Background: an optimization exercise with open tools, aiming at small area, a short achievable clock period and few clock cycles per item. Do not read the settings as production practice. In this exercise RTL edits were held to simulation tests only and were not proved equivalent to the original.

==> flow/design.v <==
`default_nettype none
module kalman_filter_mc #(
    parameter int DW    = 13,
    parameter int CH    = 3,
    parameter int CW    = 2,
    parameter int FRAC  = 12,
    parameter int Q_DEF = 1,
    parameter int R_DEF = 64,
    parameter int B     = 3           
) (
    input  logic              clk,
    input  logic              rst_n,
    input  logic              cfg_we,
    input  logic [DW-2:0]     q_cfg,
    input  logic [DW-2:0]     r_cfg,
    input  logic              clr,
    input  logic              in_valid,
    output logic              in_ready,
    input  logic [CW-1:0]     in_ch,
    input  logic signed [DW-1:0] in_data,
    output logic              out_valid,
    output logic [CW-1:0]     out_ch,
    output logic signed [DW-1:0] out_data
);
    localparam int PW  = DW - 1;            
    localparam int KW  = FRAC + 1;          
    localparam int DNW = PW + 2;            
    localparam int NIT = FRAC / B;          
    logic [PW-1:0] r_q, r_r;         
    logic [PW-1:0] r_qe, r_re;       
    logic          r_dirty;          
    logic signed [DW-1:0] r_x  [CH];
    logic [PW-1:0]        r_p  [CH];
    logic [KW-1:0]        r_k  [CH];    
    logic [PW-1:0]        r_pn [CH];    
    logic [CH-1:0]        r_seeded;
    logic [CH-1:0]        r_kv;         
    logic [CH-1:0]        w_fx;         
    logic                 r_s_valid;
    logic [CW-1:0]        r_s_ch;
    logic signed [DW-1:0] r_s_z;
    logic                 r_in_ready;
    logic                 r_in_ready_o;     
    logic                 r_out_valid;
    logic [CW-1:0]        r_out_ch;
    logic signed [DW-1:0] r_out_data;
    logic                 r_e_busy;     
    logic                 r_e_mul;      
    logic [CW-1:0]        r_e_ch;
    logic [3:0]           r_e_cnt;
    logic [PW-1:0]        r_e_pf;
    logic [DNW-1:0]       r_e_den;
    logic [DNW-1:0]       r_e_rem;
    logic                 r_e_q12;
    logic [FRAC-1:0]      r_e_q;
    logic                 r_e_dz;       
    logic [CH-1:0]        r_s_oh;       
    logic [CH-1:0]        r_xsel;       
    logic [CH-1:0]        r_ksel;       
    logic                 r_zsel;       
    logic                 r_csel;       
    logic                 w_s_seeded, w_s_kv, w_fire;
    logic signed [DW-1:0] w_ma, w_mb, w_msum;
    logic [FRAC-1:0]      w_k;
    logic signed [DW:0]   w_innov;
    logic signed [FRAC+DW+1:0] w_acc;
    always_comb begin
        w_s_seeded = |(r_s_oh & r_seeded);
        w_s_kv     = |(r_s_oh & r_kv);
        w_fire     = r_s_valid && !r_e_mul && (!w_s_seeded || w_s_kv);
        w_mb       = (DW'(r_e_pf) & {DW{r_e_mul}}) | (r_s_z & {DW{r_zsel}});
        w_k        = r_e_q & {FRAC{r_e_mul}};
        for (int c = 0; c < CH; c++) begin
            w_mb    = w_mb | (r_x[c] & {DW{r_xsel[c]}});
            w_k     = w_k | (r_k[c][FRAC-1:0] & {FRAC{r_ksel[c]}});
        end
        w_ma       = r_s_z & {DW{!r_e_mul}};
        w_innov    = (DW+1)'(w_ma) - (DW+1)'(w_mb);
        w_acc      = $signed({w_mb, {FRAC{r_csel}}}) + $signed({1'b0, w_k}) * w_innov;
        w_msum     = w_acc[FRAC+DW-1:FRAC];
    end
    logic [DNW-1:0] w_rem [B+1];
    logic [B-1:0]   w_qb;
    logic [DNW:0]   w_t   [B];
    logic           w_e_last;
    logic [FRAC-1:0] w_e_q;
    logic [PW-1:0]  w_e_pn;
    always_comb begin
        w_rem[0] = r_e_rem;
        for (int i = 0; i < B; i++) begin
            w_t[i] = {w_rem[i], 1'b0} - {1'b0, r_e_den};
            w_qb[B-1-i] = !w_t[i][DNW] && !r_e_dz;
            w_rem[i+1]  = w_qb[B-1-i] ? w_t[i][DNW-1:0] : {w_rem[i][DNW-2:0], 1'b0};
        end
        w_e_last = (r_e_cnt == 1);
        w_e_q    = {r_e_q[FRAC-1-B:0], w_qb};
        w_e_pn   = w_msum[PW-1:0] & {PW{!r_e_q12}};
        for (int c = 0; c < CH; c++)
            w_fx[c] = (r_pn[c] == r_p[c]);
    end
    logic           w_l_go, w_l_byp;
    logic [PW-1:0]  w_l_p;
    logic [CW-1:0]  w_l_ch;
    logic [PW:0]    w_l_psum;
    logic [PW-1:0]  w_l_pf;
    logic [DNW-1:0] w_l_den;
    logic           w_l_r0;
    logic           w_inval;
    logic           w_e_done;
    logic           w_e_free;
    logic [CH-1:0]  w_cand;
    always_comb begin
        w_inval  = r_in_ready && r_dirty;
        w_e_done = r_e_mul;
        w_e_free = !r_e_busy;
        for (int c = 0; c < CH; c++)
            w_cand[c] = !r_kv[c] && r_seeded[c] && !(w_fire && r_s_ch == CW'(c))
                        && !((r_e_busy || r_e_mul) && r_e_ch == CW'(c));
        w_l_go = 1'b0;
        w_l_ch = '0;
        for (int c = CH-1; c >= 0; c--)
            if (w_cand[c]) begin
                w_l_go = 1'b1;
                w_l_ch = CW'(c);
            end
        if (r_s_valid && w_cand[r_s_ch])
            w_l_ch = r_s_ch;
        w_l_byp  = w_fire && w_s_seeded && !(|(r_s_oh & w_fx));
        if (w_l_byp)
            w_l_ch = r_s_ch;
        w_l_go   = (w_l_go || w_l_byp) && w_e_free && !w_inval;
        w_l_p    = '0;
        for (int c = 0; c < CH; c++)
            if (w_l_byp ? r_s_oh[c] : (w_l_ch == CW'(c)))
                w_l_p = w_l_p | (w_l_byp ? r_pn[c] : r_p[c]);
        w_l_psum = {1'b0, w_l_p} + {1'b0, r_qe};
        w_l_pf   = w_l_psum[PW] ? '1 : w_l_psum[PW-1:0];
        w_l_den  = DNW'(w_l_pf) + DNW'(r_re);
        w_l_r0   = (r_re == '0);
    end
    logic [CH-1:0] w_seeded_n, w_kv_n, w_ok_n;
    logic          w_e_abort, w_e_mul_n;
    always_comb begin
        w_e_abort = w_inval || (w_fire && !w_s_seeded && r_s_ch == r_e_ch);
        w_e_mul_n = r_e_busy && w_e_last && !w_e_abort;
        for (int c = 0; c < CH; c++) begin
            w_seeded_n[c] = r_seeded[c] && !clr;
            w_kv_n[c]     = r_kv[c];
            if (w_e_done && !w_e_abort && r_e_ch == CW'(c))
                w_kv_n[c] = 1'b1;
            if (w_fire && r_s_ch == CW'(c)) begin
                w_seeded_n[c] = 1'b1;
                w_kv_n[c]     = w_s_seeded && w_fx[c];
            end
            if (w_inval)
                w_kv_n[c] = 1'b0;
            w_ok_n[c] = !w_e_mul_n && (!w_seeded_n[c] || w_kv_n[c]);
        end
    end
    logic w_rdy_n, w_rdy_o_n;
    always_comb begin
        if (r_in_ready)
            w_rdy_n = !in_valid || in_ch == 2'd3 || w_ok_n[in_ch];
        else
            w_rdy_n = !r_s_valid || w_fire || w_ok_n[r_s_ch];
        w_rdy_o_n = w_ok_n[r_in_ready ? in_ch : r_s_ch];
        if (r_in_ready ? (!in_valid || in_ch == 2'd3) : (!r_s_valid || w_fire))
            w_rdy_o_n = 1'b1;
    end
    logic [CH-1:0] w_oh_n, w_k12_n, w_xsel_n, w_ksel_n;
    always_comb begin
        for (int c = 0; c < CH; c++) begin
            w_oh_n[c]   = r_in_ready ? (in_ch == CW'(c)) : r_s_oh[c];
            w_k12_n[c]  = (r_e_mul && r_e_ch == CW'(c)) ? r_e_q12 : r_k[c][FRAC];
            w_ksel_n[c] = w_oh_n[c] && w_seeded_n[c] && !w_e_mul_n;
            w_xsel_n[c] = w_ksel_n[c] && !w_k12_n[c];
        end
    end
    always_ff @(posedge clk or negedge rst_n) begin
        if (!rst_n) begin
            r_qe        <= PW'(Q_DEF);
            r_re        <= PW'(R_DEF);
            r_dirty     <= 1'b0;
            r_seeded    <= '0;
            r_kv        <= '0;
            r_s_valid   <= 1'b0;
            r_in_ready  <= 1'b0;
            r_in_ready_o <= 1'b0;
            r_out_valid <= 1'b0;
            r_e_busy    <= 1'b0;
            r_e_mul     <= 1'b0;
        end else begin
            if (r_in_ready) begin
                if (r_dirty) begin
                    r_qe <= r_q;
                    r_re <= r_r;
                end
                r_dirty <= cfg_we;
            end else if (cfg_we) begin
                r_dirty <= 1'b1;
            end
            r_seeded    <= w_seeded_n;
            r_kv        <= w_kv_n;
            r_out_valid <= w_fire;
            if (r_in_ready)
                r_s_valid <= in_valid && (in_ch != 2'd3);
            else
                r_s_valid <= r_s_valid && !w_fire;
            r_in_ready <= w_rdy_n;
            r_in_ready_o <= w_rdy_o_n;
            if (w_l_go) begin
                r_e_busy <= 1'b1;
                r_e_mul  <= 1'b0;
            end else if (w_e_abort) begin
                r_e_busy <= 1'b0;
                r_e_mul  <= 1'b0;
            end else if (r_e_busy && w_e_last) begin
                r_e_busy <= 1'b0;
                r_e_mul  <= 1'b1;
            end else if (w_e_done) begin
                r_e_mul  <= 1'b0;
            end
        end
    end
    always_ff @(posedge clk) begin
        if (cfg_we) begin
            r_q <= q_cfg;
            r_r <= r_cfg;
        end
        if (r_in_ready) begin
            r_s_z  <= in_data;
            r_s_ch <= in_ch;
        end
        for (int c = 0; c < CH; c++)
            if (w_fire && r_s_oh[c]) begin
                r_x[c] <= w_msum;
                r_p[c] <= w_s_seeded ? r_pn[c] : r_re;
            end
        r_out_ch   <= r_s_ch;
        r_out_data <= w_msum;
        r_s_oh     <= w_oh_n;
        r_xsel     <= w_xsel_n;
        r_ksel     <= w_ksel_n;
        r_zsel     <= !w_e_mul_n && !(|w_xsel_n);
        r_csel     <= !(|w_xsel_n);
        if (w_e_done) begin
            for (int c = 0; c < CH; c++)
                if (r_e_ch == CW'(c)) begin
                    r_k[c]  <= {r_e_q12, r_e_q};
                    r_pn[c] <= w_e_pn;
                end
        end
        if (w_l_go) begin
            r_e_ch  <= w_l_ch;
            r_e_cnt <= 4'(NIT);
            r_e_pf  <= w_l_pf;
            r_e_den <= w_l_den;
            r_e_dz  <= (w_l_den == '0);
            r_e_rem <= w_l_r0 ? '0 : DNW'(w_l_pf);
            r_e_q12 <= w_l_r0 && w_l_pf != '0;
        end else begin
            r_e_cnt <= r_e_cnt - 1'b1;
            r_e_rem <= w_rem[B];
            if (r_e_busy)
                r_e_q <= w_e_q;
        end
    end
    assign in_ready  = r_in_ready_o;
    assign out_valid = r_out_valid;
    assign out_ch    = r_out_ch;
    assign out_data  = r_out_data;
endmodule
`default_nettype wire
==> flow/flow/run.sh <==
#!/bin/bash
set -euo pipefail
bash standard.sh "BUFFER_PORTS_ARGS=-buffer_cell sky130_fd_sc_hd__buf_4" finish > flow_make.log 2>&1
==> flow/standard.sh <==
#!/bin/bash
# synth_recipe.tcl (not shown) runs the flow's synth.tcl, then flattens the netlist and writes it again
# the make line also repeats each setting of config.mk as NAME=value (left out here)
make -C /OpenROAD-flow-scripts/flow DESIGN_CONFIG=/design/flow/config.mk WORK_HOME=/design/flow/orfs CLKGATE_MAP_FILE= SYNTH_SCRIPT=/design/flow/synth_recipe.tcl "${@:-finish}"
==> flow/config.mk <==
export PLATFORM = sky130hd
export DESIGN_NAME = kalman_filter_mc
export DESIGN_NICKNAME = kalman_filter_mc
export VERILOG_FILES = /design/flow/design.v
export SDC_FILE = /design/flow/constraint.sdc
export NUM_CORES = 4
export LEC_CHECK = 0
export CAP_MARGIN = 20
export CORE_MARGIN = 2
export CORE_UTILIZATION = 40
export CTS_BUF_LIST = sky130_fd_sc_hd__clkbuf_8
export CTS_CLUSTER_SIZE = 30
export SLEW_MARGIN = 20
==> flow/constraint.sdc <==
create_clock -name core_clock -period 50.0 [get_ports {clk}]
set_input_delay 10.0000 -clock core_clock [delete_from_list [all_inputs] [get_ports {clk}]]
set_output_delay 10.0000 -clock core_clock [all_outputs]
set_load 0.01 [all_outputs]
==> flow_metrics.py, run 1 <==
metrics = {
    "drt": {
        "drtPass1Iterations": 5,
        "via_count": 15456,
        "post_drt_via_cell_ratio": 5.29,
        "wl_per_cell_um": 19.3,
        "postRouteWirelength_mm": 56.5,
        "ant_nets": 0,
        "drc_errors": 0,
        "drt_first_iter_violations": 941,
    },
    "critical_path": {
        "crit_fanout": 1,
        "timing.critical_path.cells": "buf_4",
        "timing.critical_path.buf_inv": 1,
        "worst_path_dominant_cell_family": "flip-flops",
        "crit_cells": 1,
        "reg2reg_slack_ns": 39.22,
        "worst-endpoint-required_ns": 40.00,
        "r2r.worst_path.cells": 35,
        "arrival_ns": 1.12,
        "slowest_delay_ns": 0.36,
        "worst_path_max_delay_cell": "dfrtp_1",
        "timing.critical_path.from_type": "flip-flop",
        "timing.critical_path.to_type": "output pin",
        "criticalPathCategory": "flip-flop to output pin",
    },
    "sta": {
        "hold_viol_final": 0,
        "grt_setup_unrepaired": "no",
        "finalMaxSlewViolations": 0,
        "tns_ns": 0,
        "layout_worst_path_cycle_share_pct": 22.2,
        "timing_worst_slew_pin_value_ns": 1.02,
        "clock.fmax_mhz": 90.0,
        "maxSlewHeadroom_pct": 31.8,
        "finalSetupViolCount": 0,
        "timing.clock.skew_ns": 0.0493,
        "finalCriticalPeriod_ns": 11.12,
    },
    "logic_synthesis": {
        "synth_ff_type": "edfxtp_1",
        "synthesis.instances": 2087,
        "yosysUniqueCellTypes": 81,
        "number_of_flops_mapped_to_enable_cells_by_yosys": 228,
        "ys_async_sr_fraction_pct": 11.9,
        "yosys_register_bits": 311,
        "syn_nets": 2442,
        "yosysSeqAreaShare_pct": 39.4,
        "syn-mean-instance-area_um2": 10.6,
        "post_synth_instance_area_um2": 22100,
        "synth.yosys.warnings": 7,
    },
    "die": {
        "die-area_um2": 57000,
        "initial_core_util_pct": 40.3,
        "coreArea_um2": 54800,
        "core_rows": 86,
        "die-width_um": 239,
        "top_level_ports": 61,
        "dieHeight_um": 239,
    },
    "place": {
        "instance_area_at_placement_um2": 23400,
        "port_buffers": 60,
        "dp_hpwl_mm": 43.1,
        "place.gp.congestion": 0.873,
    },
    "layout": {
        "utilization_pct": 44.8,
        "num-nets-final": 2527,
        "fill_cells": 5075,
        "drive_above_1_share_pct": 9.97,
        "area.growth.synth_to_final_pct": 11.2,
        "layout.cell_area.non_filler_um2": 24500,
    },
    "cts": {
        "cts-htree-levels": 2,
        "clk_pin_slew_ns": 0.07,
        "hold_buffers": 0,
        "cts.repair.resized": 0,
        "tritoncts_num_sinks": 311,
        "clock_path_buffers": 3,
        "clock_insertion_delay_worst_skew_ns": 0.66,
        "post_cts_buffers": 0,
        "tritoncts.num_buffers": 54,
        "tritoncts": "done",
        "cts_root_buf": "clkbuf_8",
    },
    "global_route": {
        "maximum_number_of_pins_on_one_net_before_global_route_repair": 44,
        "grt_pass1_vias": 16045,
        "grt_usage_pct": 20.3,
        "global_route.peak_usage_layer": "met2",
        "met1_usage_pct": 26.3,
        "grt_antenna_before_repair": 3,
        "grt.met2_usage_pct": 34.0,
        "use_met3_pct": 3.09,
        "remaining_overflow_grt": 0,
        "grt_first_pass_wirelength_mm": 89.3,
    },
    "outcome": {
        "outcome": "no timing/DRC/antenna violations",
    },
    "run": {
        "maxCapViolations": 0,
    },
    "hold_path": {
        "holdPathStages": 2,
        "worst_hold_path_type": "flip-flop to flip-flop",
    },
}
[synth_stat cells (4+ instances only)]
cell type | count | area [um^2]
mux2i_1 | 57 | 571
clkbuf_1 | 48 | 180
o31ai_1 | 11 | 82.6
nand2_1 | 278 | 1040
nor4_1 | 9 | 56.3
a21o_1 | 16 | 120
o21bai_1 | 9 | 67.6
a222oi_1 | 4 | 40.0
mux2_2 | 31 | 349
buf_2 | 4 | 20.0
nand2b_1 | 16 | 100
or3_1 | 8 | 50.1
fa_1 | 173 | 3460
nor2_1 | 140 | 526
dfrtp_1 | 35 | 876
a21boi_0 | 12 | 90.1
dfxtp_1 | 46 | 921
nor2b_1 | 40 | 250
a22oi_1 | 31 | 233
o2bb2ai_1 | 5 | 43.8
ha_1 | 138 | 1730
edfxtp_1 | 228 | 6850
and3_1 | 4 | 25.0
nand3_1 | 18 | 90.1
a31oi_1 | 5 | 31.3
o22ai_1 | 5 | 31.3
o21ai_0 | 65 | 325
and2_1 | 19 | 119
inv_1 | 287 | 1080
o211ai_1 | 5 | 37.5
nand4_1 | 18 | 113
a221oi_1 | 6 | 52.6
xnor2_1 | 84 | 736
a211oi_1 | 8 | 60.1
o31a_1 | 6 | 52.6
nor3b_1 | 5 | 37.5
or2_2 | 5 | 31.3
o22a_1 | 12 | 105
o21a_1 | 17 | 128
xor2_1 | 34 | 298
a21oi_1 | 55 | 275
nor3_1 | 28 | 140
[placed cells by master, fill, tap and decap left out, types with 6 or more instances in the layout]
master,netlist,final
nand2b_1,16,16
clkbuf_8,0,60
clkinv_1,0,8
nor2b_1,40,40
buf_4,1,85
fa_1,173,173
a21oi_1,55,55
o31ai_1,11,10
inv_1,287,306
mux2_2,31,31
a21boi_0,12,12
o21bai_1,9,9
xnor2_1,84,84
mux2i_1,57,56
and2_1,19,19
o31a_1,6,6
a21o_1,16,16
a22oi_1,31,31
a211oi_1,8,8
nor2_1,140,136
nor3_1,28,27
nand4_1,18,18
ha_1,138,138
o21ai_0,65,65
o22a_1,12,12
edfxtp_1,228,228
dfrtp_1,35,35
nand2_1,278,278
nor4_1,9,9
dfxtp_1,46,46
nand3_1,18,18
o21a_1,17,17
xor2_1,34,34
or3_1,8,8
[final cells by class]
cell class | instances | area (um^2) | area share (%)
inverters | 287 | 1080 | 4.39
repair buffers | 85 | 638 | 2.60
diodes | 1 | 2.50 | 0.0102
well taps | 704 | 881 | 3.59
multi-input cells | 1433 | 12100 | 49.3
flip-flops and latches | 311 | 8700 | 35.4
clock buffers | 60 | 826 | 3.37
clock inverters | 40 | 313 | 1.27
[sequential cells by signal, indices dropped and copies added (netlist names), 13 cells and up]
register,cells
r_out_data,13
r_k,39
r_p,36
r_s_z,13
r_pn,36
r_x,39
r_e_den,13
r_e_rem,14
[cell families (layout without fill, tap and decap cells)]
group / Yosys count / after routing / synth area share, %
adders and majority gates: 311 / 311 / 23.5
DFF: 311 / 311 / 39.4
AOI/OAI and AO/OA: 310 / 310 / 9.78
other: 0 / 1 / 0
and+or+nand+nor: 603 / 603 / 12.3
buffers and inverters: 343 / 472 / 5.88
muxes: 89 / 89 / 4.23
xor gates and xnor gates: 120 / 120 / 4.86
[per-stage QoR]
stage	hold WS (ns)	setup slack, ns	cells
2_1_floorplan	0.329	39.14	2087
3_3_place_gp	0.439	38.86	2820
3_5_place_dp	0.445	38.85	2820
4_1_cts	0.455	38.80	2920
5_1_grt	0.485	38.56	2920
6_report	0.452	38.88	2921
[routing by layer]
| metal | up-vias | part of all wire, % |
|---|---|---|
| met2 | 458 | 48 |
| met5 | - | 0 |
| li1 | 7249 | - |
| met3 | 124 | 5.5 |
| met1 | 7625 | 43 |
| met4 | 0 | 4.2 |
[worst paths after layout]
path | startpoint | endpoint
max in group asynchronous | rst_n | r_kv[0]$_DFF_PN0_
min | r_r[1]$_DFFE_PP_ | r_re[1]$_DFFE_PN0P_
max reg2reg | r_xsel[2]$_DFF_P_ | r_pn[2][11]$_DFFE_PP_
min in group asynchronous | rst_n | r_qe[2]$_DFFE_PN0P_
max | r_out_valid$_DFF_PN0_ | out_valid
min reg2reg | r_r[1]$_DFFE_PP_ | r_re[1]$_DFFE_PN0P_
Testbench counts, summed over its fixed seeds: cycles 13,158, items 12,000.
==> run 2: changes to the inputs <==
--- a/flow/config.mk
+++ b/flow/config.mk
@@ -8,6 +8,5 @@
 export CAP_MARGIN = 20
 export CORE_MARGIN = 2
 export CORE_UTILIZATION = 40
-export CTS_BUF_LIST = sky130_fd_sc_hd__clkbuf_8
-export CTS_CLUSTER_SIZE = 30
+export CTS_BUF_LIST = sky130_fd_sc_hd__clkbuf_4
 export SLEW_MARGIN = 20
==> flow_metrics.py, run 2 <==
metrics = {
    "critical_path": {
        "timing.critical_path.from_type": "flip-flop",
        "criticalPathCategory": "flip-flop to output pin",
        "timing.critical_path.buf_inv": 1,
        "arrival_ns": 1.29,
        "worst_path_max_delay_cell": "dfrtp_1",
        "crit_fanout": 1,
        "timing.critical_path.cells": "buf_4",
        "worst-endpoint-required_ns": 40.00,
        "timing.critical_path.to_type": "output pin",
        "slowest_delay_ns": 0.36,
        "worst_path_dominant_cell_family": "flip-flops",
    },
    "logic_synthesis": {
        "synthMostInstantiatedCell": "inv_1",
        "yosys_register_bits": 311,
        "post_synth_instance_area_um2": 22100,
        "syn-mean-instance-area_um2": 10.6,
        "synth.yosys.warnings": 7,
        "yosysSeqAreaShare_pct": 39.4,
        "number_of_flops_mapped_to_enable_cells_by_yosys": 228,
        "synth.top_cell.area_share_pct": 31.0,
        "yosysUniqueCellTypes": 81,
        "synth_area_leader_cell": "edfxtp_1",
        "synth_common_cells": "287 x inv_1, 278 x nand2_1, 228 x edfxtp_1, 173 x fa_1, 140 x nor2_1",
        "syn_nets": 2442,
        "ys_async_sr_fraction_pct": 11.9,
        "synthesis.instances": 2087,
        "synth_ff_type": "edfxtp_1",
        "ranking_of_synthesized_cells_by_area": "edfxtp_1 31%, fa_1 16%, ha_1 7.8%",
    },
    "sta": {
        "layout_worst_path_cycle_share_pct": 22.6,
        "finalCriticalPeriod_ns": 11.29,
        "grt_setup_unrepaired": "no",
        "tns_ns": 0,
        "timing.clock.skew_ns": 0.0900,
        "hold_viol_final": 0,
        "maxSlewHeadroom_pct": 31.8,
        "worst_setup_slack_final_ns": 38.71,
        "finalMaxSlewViolations": 0,
        "final.hold.worst_slack_ns": 0.428,
        "clock.fmax_mhz": 88.6,
        "finalSetupViolCount": 0,
        "timing_worst_slew_pin_value_ns": 1.02,
    },
    "layout": {
        "largest_registers": "r_k (39), r_x (39)",
        "layout.cell_area.non_filler_um2": 24500,
        "num-nets-final": 2557,
        "drive_above_1_share_pct": 12.8,
        "final_cell_mix": "287 x inv_1, 278 x nand2_1, 228 x edfxtp_1, 173 x fa_1, 138 x ha_1",
        "utilization_pct": 44.8,
        "most_common_cell_after_layout_fill_and_taps_aside": "inv_1",
        "fill_cells": 5117,
        "finish.cell_count_without_fillers": 2978,
        "area.growth.synth_to_final_pct": 11.3,
    },
    "place": {
        "place.gp.congestion": 0.873,
        "preCtsSetupSlack_ns": 38.85,
        "instance_area_at_placement_um2": 23400,
        "dp_hpwl_mm": 43.1,
        "port_buffers": 60,
        "place_inst": 2820,
    },
    "cts": {
        "post_cts_buffers": 0,
        "cts.repair.resized": 0,
        "tritoncts": "done",
        "cts_root_buf": "clkbuf_4",
        "cts-htree-levels": 3,
        "clock_insertion_delay_worst_skew_ns": 0.83,
        "clock_path_buffers": 3,
        "tritoncts_num_sinks": 311,
        "clk_pin_slew_ns": 0.06,
        "tritoncts.num_buffers": 84,
        "hold_buffers": 0,
    },
    "global_route": {
        "grt_first_pass_wirelength_mm": 89.3,
        "global_route.peak_usage_layer": "met2",
        "grt_pass1_vias": 16187,
        "grt_antenna_before_repair": 5,
        "grt.met2_usage_pct": 33.8,
        "grt_usage_pct": 20.4,
        "maximum_number_of_pins_on_one_net_before_global_route_repair": 44,
        "met1_usage_pct": 26.3,
        "use_met3_pct": 3.80,
        "remaining_overflow_grt": 0,
    },
    "die": {
        "core_rows": 86,
        "dieHeight_um": 239,
        "initial_core_util_pct": 40.3,
        "die-area_um2": 57000,
        "coreArea_um2": 54800,
        "die-width_um": 239,
        "top_level_ports": 61,
    },
    "drt": {
        "post_drt_via_cell_ratio": 5.25,
        "wl_per_cell_um": 18.9,
        "via_count": 15629,
        "ant_nets": 0,
        "drt_first_iter_violations": 977,
        "postRouteWirelength_mm": 56.4,
        "drtPass1Iterations": 5,
        "drc_errors": 0,
    },
    "outcome": {
        "outcome": "no timing/DRC/antenna violations",
    },
    "run": {
        "maxCapViolations": 0,
    },
    "hold_path": {
        "worst_hold_path_type": "flip-flop to flip-flop",
    },
}
run 2: worst paths after layout:
kind	startpoint	end	slack, ns	cells past startpoint
hold reg to reg	r_q[1]$_DFFE_PP_	r_qe[1]$_DFFE_PN0P_	0.43	2
hold / removal	r_q[1]$_DFFE_PP_	r_qe[1]$_DFFE_PN0P_	0.43	2
setup / recovery	r_out_valid$_DFF_PN0_	out_valid	38.71	1
max in group asynchronous	rst_n	r_qe[0]$_DFFE_PN1P_	40.41	1
min in group asynchronous	rst_n	r_qe[1]$_DFFE_PN0P_	9.17	1
setup reg to reg	r_xsel[2]$_DFF_P_	r_pn[2][11]$_DFFE_PP_	39.36	35
run 2: kinds of logic (layout without fill, tap and decap cells):
| family | after synthesis | in the layout | synth area share [%] |
|---|---|---|---|
| simple gates | 603 | 603 | 12.3 |
| fa+ha+maj | 311 | 311 | 23.5 |
| flops | 311 | 311 | 39.4 |
| other cells | 0 | 1 | 0 |
| buf+inv | 343 | 529 | 5.88 |
| xor+xnor | 120 | 120 | 4.86 |
| mux | 89 | 89 | 4.23 |
| compound gates | 310 | 310 | 9.78 |
run 2: area by class of cell:
cell class	instances	area [um^2]	area share, %
clock buffer	134	1010	4.10
timing repair buffer	85	638	2.60
tap	704	881	3.59
inverter	287	1080	4.39
antenna	1	2.50	0.0102
sequential	311	8700	35.4
clock inverter	23	144	0.586
multi-input combinational	1433	12100	49.3
run 2: per-layer routing:
layer	part of all wire, %	vias up	wire length, um
met5	0	-	0
met4	3.6	0	2030
met3	5.9	123	3340
met2	48	482	27100
met1	42	7661	23900
li1	-	7363	-
==> run 3: changes to the inputs <==
--- a/flow/config.mk
+++ b/flow/config.mk
@@ -8,5 +8,4 @@
 export CAP_MARGIN = 20
 export CORE_MARGIN = 2
 export CORE_UTILIZATION = 40
-export CTS_BUF_LIST = sky130_fd_sc_hd__clkbuf_4
 export SLEW_MARGIN = 20
==> flow_metrics.py, run 3 <==
metrics = {
    "outcome": {
        "outcome": "no timing/DRC/antenna violations",
    },
    "drt": {
        "drtPass1Iterations": 5,
        "via_count": 15387,
        "post_drt_via_cell_ratio": 5.33,
        "ant_nets": 0,
        "postRouteWirelength_mm": 56.0,
        "drc_errors": 0,
        "wl_per_cell_um": 19.4,
        "drt_first_iter_violations": 1031,
    },
    "place": {
        "dp_hpwl_mm": 43.1,
        "port_buffers": 60,
        "place_inst": 2820,
        "instance_area_at_placement_um2": 23400,
        "place.gp.congestion": 0.873,
        "preCtsSetupSlack_ns": 38.85,
    },
    "hold_path": {
        "worst_hold_path_type": "flip-flop to flip-flop",
        "holdCritStartpoint": "r_r[1]$_DFFE_PP_",
        "holdPathStages": 2,
        "worst_hold_path.endpoint": "r_re[1]$_DFFE_PN0P_",
    },
    "critical_path": {
        "arrival_ns": 1.04,
        "worst-endpoint-required_ns": 40.00,
        "slowest_delay_ns": 0.36,
        "criticalPathCategory": "flip-flop to output pin",
        "timing.critical_path.buf_inv": 1,
        "critical_path.reg2reg.startpoint": "r_zsel$_DFF_P_",
        "reg2reg_slack_ns": 39.40,
        "worst_path_dominant_cell_family": "flip-flops",
        "timing.critical_path.cells": "buf_4",
        "timing.critical_path.to_type": "output pin",
        "worst_path_max_delay_cell": "dfrtp_1",
        "timing.critical_path.from_type": "flip-flop",
        "crit_fanout": 1,
        "worst_r2r_endpoint": "r_pn[0][11]$_DFFE_PP_",
        "r2r.worst_path.cells": 35,
    },
    "logic_synthesis": {
        "synth.top_cell.area_share_pct": 31.0,
        "synthesis.instances": 2087,
        "number_of_flops_mapped_to_enable_cells_by_yosys": 228,
        "yosysSeqAreaShare_pct": 39.4,
        "synth_common_cells": "287 x inv_1, 278 x nand2_1, 228 x edfxtp_1, 173 x fa_1, 140 x nor2_1",
        "post_synth_instance_area_um2": 22100,
        "synth_ff_type": "edfxtp_1",
        "yosys_register_bits": 311,
        "ranking_of_synthesized_cells_by_area": "edfxtp_1 31%, fa_1 16%, ha_1 7.8%",
        "synthMostInstantiatedCell": "inv_1",
        "synth_area_leader_cell": "edfxtp_1",
        "ys_async_sr_fraction_pct": 11.9,
        "syn-mean-instance-area_um2": 10.6,
        "synth.yosys.warnings": 7,
        "yosysUniqueCellTypes": 81,
        "syn_nets": 2442,
    },
    "cts": {
        "hold_buffers": 0,
        "clk_pin_slew_ns": 0.06,
        "clock_insertion_delay_worst_skew_ns": 0.57,
        "cts_root_buf": "clkbuf_16",
        "tritoncts.num_buffers": 37,
        "cts-htree-levels": 2,
        "cts.repair.resized": 0,
        "tritoncts": "done",
        "tritoncts_num_sinks": 311,
        "post_cts_buffers": 0,
        "clock_path_buffers": 3,
    },
    "global_route": {
        "maximum_number_of_pins_on_one_net_before_global_route_repair": 44,
        "grt_pass1_vias": 15841,
        "grt_usage_pct": 20.2,
        "remaining_overflow_grt": 0,
        "grt_first_pass_wirelength_mm": 88.8,
        "grt_antenna_before_repair": 4,
    },
    "die": {
        "initial_core_util_pct": 40.3,
        "die-area_um2": 57000,
        "die-width_um": 239,
        "coreArea_um2": 54800,
        "top_level_ports": 61,
        "core_rows": 86,
        "dieHeight_um": 239,
    },
    "layout": {
        "largest_registers": "r_k (39), r_x (39)",
        "fill_cells": 5058,
        "num-nets-final": 2510,
        "antenna_cells": 0,
        "utilization_pct": 44.9,
        "most_common_cell_after_layout_fill_and_taps_aside": "inv_1",
        "drive_above_1_share_pct": 9.48,
        "area.growth.synth_to_final_pct": 11.5,
        "final_cell_mix": "287 x inv_1, 278 x nand2_1, 228 x edfxtp_1, 173 x fa_1, 138 x ha_1",
        "multiInputGateArea_um2": 12100,
        "layout.cell_area.non_filler_um2": 24600,
        "finish.cell_count_without_fillers": 2887,
        "seq_area_um2": 8700,
    },
    "sta": {
        "tns_ns": 0,
        "grt_setup_unrepaired": "no",
        "timing.clock.skew_ns": 0.0319,
        "finalMaxSlewViolations": 0,
        "timing_worst_slew_pin_value_ns": 1.02,
        "layout_worst_path_cycle_share_pct": 22.1,
        "finalCriticalPeriod_ns": 11.04,
        "finalSetupViolCount": 0,
        "maxSlewHeadroom_pct": 31.9,
        "clock.fmax_mhz": 90.6,
        "final.hold.worst_slack_ns": 0.450,
        "hold_viol_final": 0,
        "worst_setup_slack_final_ns": 38.96,
    },
    "run": {
        "maxCapViolations": 0,
    },
}
[run 3: cell counts after synthesis]
No cell type changed its count.
[run 3: worst reg2reg max path, delay by kind of cell (launching register included)]
kind | cells | cell delay, ns
AOI/OAI and AO/OA | 15 | 4.31
adders and majority gates | 8 | 3.59
xor gates and xnor gates | 2 | 0.90
and+or+nand+nor | 5 | 0.88
DFF | 1 | 0.49
buffers and inverters | 5 | 0.27
[run 3: layer usage]
layer  track usage (%)  part of all wire, %
met1              26.6                   43
met2              33.6                   48
met3              3.30                  5.5
met4              7.59                  3.7
met5                 0                    0
[run 3: logic make-up (layout without fill, tap and decap cells)]
kind of cell / after synthesis / in the layout / share of synthesized area, %
and+or+nand+nor: 603 / 603 / 12.3
xor gates and xnor gates: 120 / 120 / 4.86
AOI/OAI and AO/OA: 310 / 310 / 9.78
buffers and inverters: 343 / 439 / 5.88
DFF: 311 / 311 / 39.4
muxes: 89 / 89 / 4.23
adders and majority gates: 311 / 311 / 23.5
[run 3: layout make-up]
cell class	instances	share of cell area (%)
repair buffers	85	2.59
flip-flops and latches	311	35.3
multi-input cells	1433	49.2
clock inverters	19	0.676
well taps	704	3.58
inverters	287	4.38
clock buffers	48	4.22
[run 3: worst max path at each step]
stage / start / end / slack, ns / cells past startpoint
finish: r_out_valid$_DFF_PN0_ / out_valid / 38.96 / 1
global route: r_zsel$_DFF_P_ / r_pn[0][11]$_DFFE_PP_ / 38.52 / 35
CTS: r_out_data[8]$_DFF_P_ / out_data[8] / 38.91 / 1
detailed placement: in_ch[1] / r_zsel$_DFF_P_ / 38.85 / 7
global placement: clr / r_zsel$_DFF_P_ / 38.86 / 8
floorplan: in_ch[0] / r_in_ready$_DFF_PN0_ / 39.14 / 5
==> run 4: changes to the inputs <==
==> flow/flow/run.sh (replaced) <==
#!/bin/bash
set -euo pipefail
bash standard.sh "BUFFER_PORTS_ARGS=-buffer_cell sky130_fd_sc_hd__buf_2" finish > flow_make.log 2>&1
==> flow_metrics.py, run 4 <==
metrics = {
    "critical_path": {
        "reg2reg_slack_ns": 39.25,
        "criticalPathCategory": "flip-flop to output pin",
        "worst_r2r_endpoint": "r_pn[0][11]$_DFFE_PP_",
        "worst_path_max_delay_cell": "dfxtp_1",
        "timing.critical_path.buf_inv": 1,
        "slowest_delay_ns": 0.35,
        "worst_path_dominant_cell_family": "flip-flops",
        "timing.critical_path.from_type": "flip-flop",
        "critical_path.reg2reg.startpoint": "r_xsel[2]$_DFF_P_",
        "crit_fanout": 1,
        "timing.critical_path.to_type": "output pin",
        "timing.critical_path.cells": "buf_2",
        "r2r.worst_path.cells": 35,
        "arrival_ns": 1.04,
        "worst-endpoint-required_ns": 40.00,
    },
    "die": {
        "initial_core_util_pct": 40.3,
        "die-area_um2": 57000,
        "core_rows": 86,
        "die-width_um": 239,
        "coreArea_um2": 54800,
        "top_level_ports": 61,
        "dieHeight_um": 239,
    },
    "cts": {
        "tritoncts": "done",
        "hold_buffers": 0,
        "cts.repair.resized": 0,
        "clk_pin_slew_ns": 0.06,
        "tritoncts_num_sinks": 311,
        "clock_path_buffers": 3,
        "tritoncts.num_buffers": 38,
        "cts-htree-levels": 2,
        "clock_insertion_delay_worst_skew_ns": 0.57,
        "cts_root_buf": "clkbuf_16",
        "post_cts_buffers": 0,
    },
    "hold_path": {
        "worst_hold_path.endpoint": "r_e_cnt[0]$_SDFF_PP0_",
        "holdCritStartpoint": "r_e_cnt[0]$_SDFF_PP0_",
        "holdPathStages": 1,
        "worst_hold_path_type": "flip-flop to flip-flop",
    },
    "drt": {
        "post_drt_via_cell_ratio": 5.32,
        "wl_per_cell_um": 19.7,
        "drt_first_iter_violations": 1021,
        "ant_nets": 0,
        "via_count": 15369,
        "drtPass1Iterations": 7,
        "postRouteWirelength_mm": 56.8,
        "drc_errors": 0,
    },
    "layout": {
        "final_cell_mix": "287 x inv_1, 278 x nand2_1, 228 x edfxtp_1, 173 x fa_1, 138 x ha_1",
        "most_common_cell_after_layout_fill_and_taps_aside": "inv_1",
        "drive_above_1_share_pct": 9.34,
        "num-nets-final": 2510,
        "largest_registers": "r_k (39), r_x (39)",
        "seq_area_um2": 8700,
        "layout.cell_area.non_filler_um2": 24500,
        "area.growth.synth_to_final_pct": 11.0,
        "multiInputGateArea_um2": 12100,
        "fill_cells": 5127,
        "antenna_cells": 0,
        "finish.cell_count_without_fillers": 2887,
    },
    "place": {
        "port_buffers": 60,
        "place_inst": 2819,
        "instance_area_at_placement_um2": 23200,
        "dp_hpwl_mm": 43.6,
        "place.gp.congestion": 0.872,
    },
    "sta": {
        "layout_worst_path_cycle_share_pct": 22.1,
        "timing_worst_slew_pin_value_ns": 1.07,
        "timing.clock.skew_ns": 0.0441,
        "tns_ns": 0,
        "hold_viol_final": 0,
        "maxSlewHeadroom_pct": 28.7,
        "final.hold.worst_slack_ns": 0.467,
        "clock.fmax_mhz": 90.6,
        "finalCriticalPeriod_ns": 11.04,
        "grt_setup_unrepaired": "no",
        "finalMaxSlewViolations": 0,
        "finalSetupViolCount": 0,
    },
    "logic_synthesis": {
        "synth_ff_type": "edfxtp_1",
        "yosys_register_bits": 311,
        "synth_common_cells": "287 x inv_1, 278 x nand2_1, 228 x edfxtp_1, 173 x fa_1, 140 x nor2_1",
        "number_of_flops_mapped_to_enable_cells_by_yosys": 228,
        "yosysSeqAreaShare_pct": 39.4,
        "ranking_of_synthesized_cells_by_area": "edfxtp_1 31%, fa_1 16%, ha_1 7.8%",
        "synth.yosys.warnings": 7,
        "synth.top_cell.area_share_pct": 31.0,
        "synth_area_leader_cell": "edfxtp_1",
        "synthMostInstantiatedCell": "inv_1",
        "synthesis.instances": 2087,
        "post_synth_instance_area_um2": 22100,
        "syn_nets": 2442,
        "ys_async_sr_fraction_pct": 11.9,
        "syn-mean-instance-area_um2": 10.6,
        "yosysUniqueCellTypes": 81,
    },
    "global_route": {
        "grt_antenna_before_repair": 4,
        "grt_usage_pct": 20.5,
        "remaining_overflow_grt": 0,
        "grt_first_pass_wirelength_mm": 90.2,
        "grt_pass1_vias": 16116,
        "maximum_number_of_pins_on_one_net_before_global_route_repair": 42,
    },
    "run": {
        "maxCapViolations": 0,
    },
    "outcome": {
        "outcome": "no timing/DRC/antenna violations",
    },
}
[run 4: worst max-delay path by stage]
stage / startpoint / to / cells past startpoint
detailed placement: clr / r_zsel$_DFF_P_ / 8
global placement: clr / r_zsel$_DFF_P_ / 8
finish: r_out_data[8]$_DFF_P_ / out_data[8] / 1
global route: r_zsel$_DFF_P_ / r_pn[1][11]$_DFFE_PP_ / 35
CTS: r_out_data[8]$_DFF_P_ / out_data[8] / 1
floorplan: in_ch[0] / r_in_ready$_DFF_PN0_ / 5
[run 4: cell families (layout without fill, tap and decap cells)]
family,count (synthesis),count (layout),synth area share [%]
AO/OA/AOI/OAI,310,310,9.78
XOR/XNOR,120,120,4.86
adder cells (fa/ha/maj),311,311,23.5
buffers and inverters,343,439,5.88
flip-flops,311,311,39.4
multiplexers,89,89,4.23
AND/OR/NAND/NOR,603,603,12.3
[run 4: through the flow]
step / setup WS (ns) / utilization, %
6_report: 38.96 / 44.7
5_1_grt: 38.58 / 44.7
4_1_cts: 38.90 / 44.7
3_5_place_dp: 38.87 / 42.4
3_3_place_gp: 38.85 / 42.4
2_1_floorplan: 39.14 / -
[run 4: cell type report]
class                   instances  share of cell area, %
multi-input cells            1433                   49.5
flip-flops and latches        311                   35.5
inverters                     287                   4.40
clock buffers                  45                   4.07
well taps                     704                   3.60
repair buffers                 84                   1.96
clock inverters                23                   1.02
[run 4: per-layer routing]
layer	GRT usage, %	part of all wire [%]	routed length (um)
met5	0	0	0
met3	3.18	5.3	2990
met4	5.91	2.6	1460
met2	35.0	49	27700
met1	27.1	43	24600
==> run 5: changes to the inputs <==
--- a/flow/design.v
+++ b/flow/design.v
@@ -31,11 +31,12 @@
     logic          r_dirty;          
     logic signed [DW-1:0] r_x  [CH];
     logic [PW-1:0]        r_p  [CH];
-    logic [KW-1:0]        r_k  [CH];    
-    logic [PW-1:0]        r_pn [CH];    
     logic [CH-1:0]        r_seeded;
     logic [CH-1:0]        r_kv;         
-    logic [CH-1:0]        w_fx;         
+    logic [KW-1:0]        r_m_k;        
+    logic [PW-1:0]        r_m_pn;       
+    logic [PW-1:0]        r_m_p;
+    logic                 w_m_fx;       
     logic                 r_s_valid;
     logic [CW-1:0]        r_s_ch;
     logic signed [DW-1:0] r_s_z;
@@ -56,7 +57,7 @@
     logic                 r_e_dz;       
     logic [CH-1:0]        r_s_oh;       
     logic [CH-1:0]        r_xsel;       
-    logic [CH-1:0]        r_ksel;       
+    logic                 r_ksel;       
     logic                 r_zsel;       
     logic                 r_csel;       
     logic                 w_s_seeded, w_s_kv, w_fire;
@@ -69,10 +70,9 @@
         w_s_kv     = |(r_s_oh & r_kv);
         w_fire     = r_s_valid && !r_e_mul && (!w_s_seeded || w_s_kv);
         w_mb       = (DW'(r_e_pf) & {DW{r_e_mul}}) | (r_s_z & {DW{r_zsel}});
-        w_k        = r_e_q & {FRAC{r_e_mul}};
+        w_k        = (r_e_q & {FRAC{r_e_mul}}) | (r_m_k[FRAC-1:0] & {FRAC{r_ksel}});
         for (int c = 0; c < CH; c++) begin
             w_mb    = w_mb | (r_x[c] & {DW{r_xsel[c]}});
-            w_k     = w_k | (r_k[c][FRAC-1:0] & {FRAC{r_ksel[c]}});
         end
         w_ma       = r_s_z & {DW{!r_e_mul}};
         w_innov    = (DW+1)'(w_ma) - (DW+1)'(w_mb);
@@ -95,44 +95,31 @@
         w_e_last = (r_e_cnt == 1);
         w_e_q    = {r_e_q[FRAC-1-B:0], w_qb};
         w_e_pn   = w_msum[PW-1:0] & {PW{!r_e_q12}};
-        for (int c = 0; c < CH; c++)
-            w_fx[c] = (r_pn[c] == r_p[c]);
-    end
-    logic           w_l_go, w_l_byp;
+        w_m_fx   = (r_m_pn == r_m_p);
+    end
+    logic           w_l_go;
     logic [PW-1:0]  w_l_p;
-    logic [CW-1:0]  w_l_ch;
     logic [PW:0]    w_l_psum;
     logic [PW-1:0]  w_l_pf;
     logic [DNW-1:0] w_l_den;
     logic           w_l_r0;
     logic           w_inval;
     logic           w_e_done;
-    logic           w_e_free;
-    logic [CH-1:0]  w_cand;
+    logic [PW-1:0]  w_e_p;
+    logic [CH-1:0]  w_e_oh, w_peq;
     always_comb begin
         w_inval  = r_in_ready && r_dirty;
         w_e_done = r_e_mul;
-        w_e_free = !r_e_busy;
+        w_l_go   = r_s_valid && w_s_seeded && !w_s_kv && !r_e_busy && !r_e_mul && !w_inval;
+        w_l_p    = '0;
+        w_e_p    = '0;
+        for (int c = 0; c < CH; c++) begin
+            w_e_oh[c] = (r_e_ch == CW'(c));
+            w_l_p = w_l_p | (r_p[c] & {PW{r_s_oh[c]}});
+            w_e_p = w_e_p | (r_p[c] & {PW{w_e_oh[c]}});
+        end
         for (int c = 0; c < CH; c++)
-            w_cand[c] = !r_kv[c] && r_seeded[c] && !(w_fire && r_s_ch == CW'(c))
-                        && !((r_e_busy || r_e_mul) && r_e_ch == CW'(c));
-        w_l_go = 1'b0;
-        w_l_ch = '0;
-        for (int c = CH-1; c >= 0; c--)
-            if (w_cand[c]) begin
-                w_l_go = 1'b1;
-                w_l_ch = CW'(c);
-            end
-        if (r_s_valid && w_cand[r_s_ch])
-            w_l_ch = r_s_ch;
-        w_l_byp  = w_fire && w_s_seeded && !(|(r_s_oh & w_fx));
-        if (w_l_byp)
-            w_l_ch = r_s_ch;
-        w_l_go   = (w_l_go || w_l_byp) && w_e_free && !w_inval;
-        w_l_p    = '0;
-        for (int c = 0; c < CH; c++)
-            if (w_l_byp ? r_s_oh[c] : (w_l_ch == CW'(c)))
-                w_l_p = w_l_p | (w_l_byp ? r_pn[c] : r_p[c]);
+            w_peq[c] = (r_p[c] == w_e_p);
         w_l_psum = {1'b0, w_l_p} + {1'b0, r_qe};
         w_l_pf   = w_l_psum[PW] ? '1 : w_l_psum[PW-1:0];
         w_l_den  = DNW'(w_l_pf) + DNW'(r_re);
@@ -146,11 +133,11 @@
         for (int c = 0; c < CH; c++) begin
             w_seeded_n[c] = r_seeded[c] && !clr;
             w_kv_n[c]     = r_kv[c];
-            if (w_e_done && !w_e_abort && r_e_ch == CW'(c))
-                w_kv_n[c] = 1'b1;
+            if (w_e_done)
+                w_kv_n[c] = !w_e_abort && w_peq[c];
             if (w_fire && r_s_ch == CW'(c)) begin
                 w_seeded_n[c] = 1'b1;
-                w_kv_n[c]     = w_s_seeded && w_fx[c];
+                w_kv_n[c]     = w_s_seeded && w_m_fx;
             end
             if (w_inval)
                 w_kv_n[c] = 1'b0;
@@ -167,13 +154,14 @@
         if (r_in_ready ? (!in_valid || in_ch == 2'd3) : (!r_s_valid || w_fire))
             w_rdy_o_n = 1'b1;
     end
-    logic [CH-1:0] w_oh_n, w_k12_n, w_xsel_n, w_ksel_n;
-    always_comb begin
+    logic [CH-1:0] w_oh_n, w_xsel_n;
+    logic          w_k12_n, w_ksel_n;
+    always_comb begin
+        w_k12_n  = r_e_mul ? r_e_q12 : r_m_k[FRAC];
+        w_ksel_n = |(w_oh_n & w_seeded_n) && !w_e_mul_n;
         for (int c = 0; c < CH; c++) begin
             w_oh_n[c]   = r_in_ready ? (in_ch == CW'(c)) : r_s_oh[c];
-            w_k12_n[c]  = (r_e_mul && r_e_ch == CW'(c)) ? r_e_q12 : r_k[c][FRAC];
-            w_ksel_n[c] = w_oh_n[c] && w_seeded_n[c] && !w_e_mul_n;
-            w_xsel_n[c] = w_ksel_n[c] && !w_k12_n[c];
+            w_xsel_n[c] = w_oh_n[c] && w_seeded_n[c] && !w_e_mul_n && !w_k12_n;
         end
     end
     always_ff @(posedge clk or negedge rst_n) begin
@@ -234,7 +222,7 @@
         for (int c = 0; c < CH; c++)
             if (w_fire && r_s_oh[c]) begin
                 r_x[c] <= w_msum;
-                r_p[c] <= w_s_seeded ? r_pn[c] : r_re;
+                r_p[c] <= w_s_seeded ? r_m_pn : r_re;
             end
         r_out_ch   <= r_s_ch;
         r_out_data <= w_msum;
@@ -244,14 +232,12 @@
         r_zsel     <= !w_e_mul_n && !(|w_xsel_n);
         r_csel     <= !(|w_xsel_n);
         if (w_e_done) begin
-            for (int c = 0; c < CH; c++)
-                if (r_e_ch == CW'(c)) begin
-                    r_k[c]  <= {r_e_q12, r_e_q};
-                    r_pn[c] <= w_e_pn;
-                end
+            r_m_k  <= {r_e_q12, r_e_q};
+            r_m_pn <= w_e_pn;
+            r_m_p  <= w_e_p;
         end
         if (w_l_go) begin
-            r_e_ch  <= w_l_ch;
+            r_e_ch  <= r_s_ch;
             r_e_cnt <= 4'(NIT);
             r_e_pf  <= w_l_pf;
             r_e_den <= w_l_den;
==> flow/flow/run.sh (replaced) <==
#!/bin/bash
set -euo pipefail
bash standard.sh "BUFFER_PORTS_ARGS=-buffer_cell sky130_fd_sc_hd__buf_4" finish > flow_make.log 2>&1
==> flow_metrics.py, run 5 <==
metrics = {
    "outcome": {
        "outcome": "no timing/DRC/antenna violations",
    },
    "layout": {
        "most_common_cell_after_layout_fill_and_taps_aside": "inv_1",
        "antenna_cells": 0,
        "layout.cell_area.non_filler_um2": 22800,
        "largest_registers": "r_x (39), r_p (36), r_e_rem (14)",
        "largest_register_ffs": 39,
        "area.growth.synth_to_final_pct": 10.8,
        "largest_register": "r_x",
        "drive_above_1_share_pct": 10.2,
        "final_cell_mix": "273 x inv_1, 190 x edfxtp_1, 173 x fa_1, 170 x nand2_1, 134 x ha_1",
        "num-nets-final": 2346,
    },
    "cts": {
        "tritoncts.num_buffers": 29,
        "post_cts_buffers": 0,
        "clock_insertion_delay_worst_skew_ns": 0.57,
        "tritoncts_num_sinks": 271,
        "cts.repair.resized": 0,
        "hold_buffers": 0,
        "tritoncts": "done",
        "cts-htree-levels": 1,
        "cts_root_buf": "clkbuf_16",
        "clk_pin_slew_ns": 0.07,
        "clock_path_buffers": 3,
    },
    "critical_path": {
        "timing.critical_path.from_type": "flip-flop",
        "timing.critical_path.mode_cell": "fa_1",
        "worst_r2r_endpoint": "r_x[0][12]$_DFFE_PP_",
        "arrival_ns": 11.70,
        "slowest_delay_ns": 0.96,
        "worst-endpoint-required_ns": 50.36,
        "worst_path_dominant_cell_family": "adder cells",
        "worst_path_max_delay_cell": "dfrtp_2",
        "critical_path.reg2reg.startpoint": "r_e_mul$_DFF_PN0_",
        "timing.critical_path.buf_inv": 5,
        "crit_fanout": 51,
        "reg2reg_slack_ns": 38.66,
        "r2r.worst_path.cells": 35,
        "timing.critical_path.to_type": "flip-flop",
        "criticalPathCategory": "flip-flop to flip-flop",
    },
    "drt": {
        "postRouteWirelength_mm": 52.0,
        "drt_first_iter_violations": 1168,
        "post_drt_via_cell_ratio": 5.44,
        "drtPass1Iterations": 8,
        "via_count": 14679,
        "ant_nets": 0,
        "wl_per_cell_um": 19.3,
        "drc_errors": 0,
    },
    "die": {
        "die-area_um2": 53300,
        "initial_core_util_pct": 40.3,
        "top_level_ports": 61,
        "coreArea_um2": 51100,
        "core_rows": 83,
        "dieHeight_um": 231,
        "die-width_um": 231,
    },
    "sta": {
        "clock.fmax_mhz": 88.2,
        "final.hold.worst_slack_ns": 0.462,
        "grt_setup_unrepaired": "no",
        "layout_worst_path_cycle_share_pct": 22.7,
        "timing.clock.skew_ns": 0.0176,
        "hold_viol_final": 0,
        "timing_worst_slew_pin_value_ns": 1.00,
        "finalMaxSlewViolations": 0,
        "tns_ns": 0,
        "finalSetupViolCount": 0,
        "maxSlewHeadroom_pct": 33.0,
        "finalCriticalPeriod_ns": 11.34,
    },
    "global_route": {
        "maximum_number_of_pins_on_one_net_before_global_route_repair": 52,
        "remaining_overflow_grt": 0,
        "grt_antenna_before_repair": 0,
        "grt_pass1_vias": 14790,
        "grt_first_pass_wirelength_mm": 82.4,
        "grt_usage_pct": 19.7,
    },
    "logic_synthesis": {
        "synthesis.instances": 1945,
        "syn-mean-instance-area_um2": 10.6,
        "synth_area_leader_cell": "edfxtp_1",
        "synth_ff_type": "edfxtp_1",
        "ys_async_sr_fraction_pct": 13.7,
        "number_of_flops_mapped_to_enable_cells_by_yosys": 190,
        "yosys_register_bits": 271,
        "ranking_of_synthesized_cells_by_area": "edfxtp_1 28%, fa_1 17%, ha_1 8.1%",
        "synth.top_cell.area_share_pct": 27.7,
        "yosysUniqueCellTypes": 86,
        "post_synth_instance_area_um2": 20600,
        "yosysSeqAreaShare_pct": 36.5,
        "syn_nets": 2296,
        "synth.yosys.warnings": 5,
        "synth_common_cells": "273 x inv_1, 190 x edfxtp_1, 173 x fa_1, 170 x nand2_1, 134 x ha_1",
        "synthMostInstantiatedCell": "inv_1",
    },
    "hold_path": {
        "holdPathStages": 0,
        "worst_hold_path.endpoint": "r_m_k[10]$_DFFE_PP_",
        "worst_hold_path_type": "flip-flop to flip-flop",
        "holdCritStartpoint": "r_e_q[10]$_DFFE_PP_",
    },
    "place": {
        "place.gp.congestion": 0.938,
        "port_buffers": 60,
        "dp_hpwl_mm": 40.8,
        "instance_area_at_placement_um2": 21800,
    },
    "run": {
        "maxCapViolations": 0,
    },
}
## run 5: changes by cell type after synthesis, sizes merged, moves of 13 or more
| cell | previous run | this run |
|---|---|---|
| nand2 | 278 | 171 |
| mux2i | 58 | 18 |
| edfxtp | 228 | 190 |
| a222oi | 4 | 20 |
| nor2 | 140 | 126 |
| a21oi | 55 | 68 |
| inv | 287 | 274 |
| mux2 | 31 | 44 |
## run 5: worst max path at each step
stage | startpoint | to | slack, ns | cells past startpoint
after floorplan | r_e_mul$_DFF_PN0_ | r_x[0][12]$_DFFE_PP_ | 38.82 | 41
after global placement | clr | r_zsel$_DFF_P_ | 38.74 | 7
after detailed placement | r_e_mul$_DFF_PN0_ | r_x[0][12]$_DFFE_PP_ | 38.72 | 32
after CTS | r_e_mul$_DFF_PN0_ | r_x[0][12]$_DFFE_PP_ | 38.66 | 32
after global routing | r_e_mul$_DFF_PN0_ | r_x[0][12]$_DFFE_PP_ | 37.72 | 35
final | r_e_mul$_DFF_PN0_ | r_x[0][12]$_DFFE_PP_ | 38.66 | 35
## run 5: metrics by stage
| step | cells | util, % | setup WS [ns] |
|---|---|---|---|
| after floorplan | 1945 | - | 38.82 |
| final | 2698 | 44.7 | 38.66 |
| after global placement | 2644 | 42.7 | 38.74 |
| after CTS | 2698 | 44.7 | 38.66 |
| after detailed placement | 2644 | 42.7 | 38.72 |
| after global routing | 2698 | 44.7 | 37.72 |
## run 5: kinds of logic after synthesis
logic type / synth area share [%]
compound gates: 11.7
xor+xnor: 5.81
fa+ha+maj: 25.0
buf+inv: 6.15
flops: 36.5
mux: 3.36
simple gates: 11.5
## run 5: per-layer routing
| metal | global-route usage [%] | up-vias | wire [um] |
|---|---|---|---|
| met5 | 0 | - | 0 |
| met4 | 7.54 | 0 | 1980 |
| met3 | 2.50 | 77 | 2990 |
| met2 | 32.3 | 488 | 24300 |
| met1 | 26.6 | 7308 | 22800 |
| li1 | - | 6806 | - |
## run 5: final cells by class
class / instances / area (um^2)
Fill cell: 4760 / 28300
Timing Repair Buffer: 76 / 571
Sequential cell: 271 / 7520
Inverter: 274 / 1030
Tap cell: 680 / 851
Clock inverter: 18 / 246
Clock buffer: 36 / 783
Multi-Input combinational cell: 1343 / 11800
Testbench counts of run 5, summed over its fixed seeds: cycles 13,630, items 12,000.
==> run 6: changes to the inputs <==
--- a/flow/config.mk
+++ b/flow/config.mk
@@ -8,4 +8,6 @@
 export CAP_MARGIN = 20
 export CORE_MARGIN = 2
 export CORE_UTILIZATION = 40
+export CTS_CLUSTER_DIAMETER = 300
+export CTS_CLUSTER_SIZE = 20
 export SLEW_MARGIN = 20
==> flow_metrics.py, run 6 <==
metrics = {
    "logic_synthesis": {
        "yosys_register_bits": 271,
        "synth.top_cell.area_share_pct": 27.7,
        "synthMostInstantiatedCell": "inv_1",
        "synth_ff_type": "edfxtp_1",
        "synth.yosys.warnings": 5,
        "ranking_of_synthesized_cells_by_area": "edfxtp_1 28%, fa_1 17%, ha_1 8.1%",
        "synthesis.instances": 1945,
        "synth_area_leader_cell": "edfxtp_1",
        "number_of_flops_mapped_to_enable_cells_by_yosys": 190,
        "post_synth_instance_area_um2": 20600,
        "yosysUniqueCellTypes": 86,
        "yosysSeqAreaShare_pct": 36.5,
        "synth_common_cells": "273 x inv_1, 190 x edfxtp_1, 173 x fa_1, 170 x nand2_1, 134 x ha_1",
        "syn_nets": 2296,
        "syn-mean-instance-area_um2": 10.6,
        "ys_async_sr_fraction_pct": 13.7,
    },
    "critical_path": {
        "criticalPathCategory": "flip-flop to flip-flop",
        "worst-endpoint-required_ns": 50.32,
        "timing.critical_path.to_type": "flip-flop",
        "timing.critical_path.buf_inv": 4,
        "worst_path_dominant_cell_family": "compound AO/OA/AOI/OAI gates",
        "slowest_delay_ns": 0.86,
        "arrival_ns": 11.66,
        "worst_path_max_delay_cell": "o41ai_1",
        "crit_fanout": 51,
        "timing.critical_path.from_type": "flip-flop",
        "timing.critical_path.mode_cell": "fa_1",
    },
    "cts": {
        "cts-htree-levels": 1,
        "clk_pin_slew_ns": 0.10,
        "tritoncts_num_sinks": 271,
        "cts.repair.resized": 0,
        "tritoncts": "done",
        "clock_path_buffers": 3,
        "cts_root_buf": "clkbuf_16",
        "post_cts_buffers": 0,
        "clock_insertion_delay_worst_skew_ns": 0.52,
        "hold_buffers": 0,
        "tritoncts.num_buffers": 17,
    },
    "sta": {
        "finalCriticalPeriod_ns": 11.34,
        "tns_ns": 0,
        "timing_worst_slew_pin_value_ns": 1.00,
        "hold_viol_final": 0,
        "worst_setup_slack_final_ns": 38.66,
        "maxSlewHeadroom_pct": 33.2,
        "timing.clock.skew_ns": 0.0221,
        "clock.fmax_mhz": 88.2,
        "layout_worst_path_cycle_share_pct": 22.7,
        "grt_setup_unrepaired": "no",
        "final.hold.worst_slack_ns": 0.468,
        "finalMaxSlewViolations": 0,
        "finalSetupViolCount": 0,
    },
    "place": {
        "place.gp.congestion": 0.938,
        "instance_area_at_placement_um2": 21800,
        "place_inst": 2644,
        "port_buffers": 60,
        "preCtsSetupSlack_ns": 38.72,
        "dp_hpwl_mm": 40.8,
    },
    "layout": {
        "multiInputGateArea_um2": 11800,
        "utilization_pct": 43.6,
        "largest_register_ffs": 39,
        "largest_register": "r_x",
        "antenna_cells": 0,
        "area.growth.synth_to_final_pct": 8.14,
        "finish.cell_count_without_fillers": 2674,
        "seq_area_um2": 7520,
        "fill_cells": 4811,
        "num-nets-final": 2334,
        "final_cell_mix": "273 x inv_1, 190 x edfxtp_1, 173 x fa_1, 170 x nand2_1, 134 x ha_1",
        "most_common_cell_after_layout_fill_and_taps_aside": "inv_1",
        "layout.cell_area.non_filler_um2": 22300,
        "drive_above_1_share_pct": 8.88,
        "largest_registers": "r_x (39), r_p (36), r_e_rem (14)",
    },
    "drt": {
        "ant_nets": 0,
        "drt_first_iter_violations": 1153,
        "postRouteWirelength_mm": 51.7,
        "drc_errors": 0,
        "via_count": 14549,
        "drtPass1Iterations": 5,
        "post_drt_via_cell_ratio": 5.44,
        "wl_per_cell_um": 19.3,
    },
    "outcome": {
        "outcome": "no timing/DRC/antenna violations",
    },
    "die": {
        "core_rows": 83,
        "die-area_um2": 53300,
        "initial_core_util_pct": 40.3,
        "coreArea_um2": 51100,
        "die-width_um": 231,
        "top_level_ports": 61,
        "dieHeight_um": 231,
    },
    "hold_path": {
        "worst_hold_path_type": "flip-flop to flip-flop",
    },
    "global_route": {
        "remaining_overflow_grt": 0,
        "grt_antenna_before_repair": 0,
        "grt_usage_pct": 19.6,
        "grt_first_pass_wirelength_mm": 81.9,
        "grt_pass1_vias": 14702,
        "maximum_number_of_pins_on_one_net_before_global_route_repair": 52,
    },
    "run": {
        "maxCapViolations": 0,
    },
}
run 6: cell counts after synthesis:
Identical to the previous run, type by type.
run 6: layout make-up:
| class | instances | area share, % |
|---|---|---|
| Sequential cell | 271 | 33.7 |
| Timing Repair Buffer | 76 | 2.56 |
| Tap cell | 680 | 3.82 |
| Inverter | 274 | 4.62 |
| Clock inverter | 2 | 0.0898 |
| Clock buffer | 28 | 2.09 |
| Multi-Input combinational cell | 1343 | 53.1 |
run 6: metal layers:
metal	part of all wire, %	global-route usage [%]	up-vias
li1	-	-	6762
met1	44	26.6	7256
met2	47	32.2	452
met3	5.6	2.31	79
met4	3.8	7.32	0
met5	0	0	-
run 6: cells by family after synthesis:
| kind of cell | Yosys count | share of synthesized area [%] |
|---|---|---|
| AO/OA/AOI/OAI | 336 | 11.7 |
| XOR/XNOR | 135 | 5.81 |
| adder cells (fa/ha/maj) | 309 | 25.0 |
| AND/OR/NAND/NOR | 501 | 11.5 |
| flip-flops | 271 | 36.5 |
| buffers and inverters | 331 | 6.15 |
| multiplexers | 62 | 3.36 |
run 6: final timing paths:
kind / startpoint / endpoint / slack (ns) / cells past startpoint
min in group asynchronous: rst_n / r_seeded[0]$_DFF_PN0_ / 9.44 / 1
min: r_e_q[10]$_DFFE_PP_ / r_m_k[10]$_DFFE_PP_ / 0.47 / 0
max reg2reg: r_e_mul$_DFF_PN0_ / r_x[0][12]$_DFFE_PP_ / 38.66 / 32
max: r_e_mul$_DFF_PN0_ / r_x[0][12]$_DFFE_PP_ / 38.66 / 32
min reg2reg: r_e_q[10]$_DFFE_PP_ / r_m_k[10]$_DFFE_PP_ / 0.47 / 0
max in group asynchronous: rst_n / r_qe[0]$_DFFE_PN1P_ / 40.17 / 1

==> static timing again, ports no longer ideal <==
The results above use ideal ports. As a check the final layouts listed here were re-extracted and re-timed, cells and wires unchanged.
Step 1 assumes that a clkbuf_16 drives the clock port and a buf_2 every other input.
Step 2 moves the port delays by t, midway between the first and last clock arrival at a register: inputs arrive t later, outputs are due t later. That takes back most of the time a late clock gives input paths.
Three values: no drivers, after step 1, after step 2; two values: the first two.
run	t, ns	setup slack, ns	worst setup path at the end	pins driven straight from the clock port
run 1	0.689	38.884 / 38.831 / 38.790	input to register	1
run 2	0.835	38.713 / 38.663 / 38.860	input to register	1
run 3	0.607	38.960 / 38.904 / 38.865	input to register	1
run 4	0.606	38.959 / 38.903 / 38.812	input to register	1
run 5	0.606	38.659 / 38.659 / 38.649	input to register	1
run 6	0.558	38.659 / 38.659 / 38.659	register to register	1
After both steps every run listed still meets setup and hold. The setup slack of run 4, which loses most, moves by -0.056 ns with the drivers and by -0.147 ns with both steps.
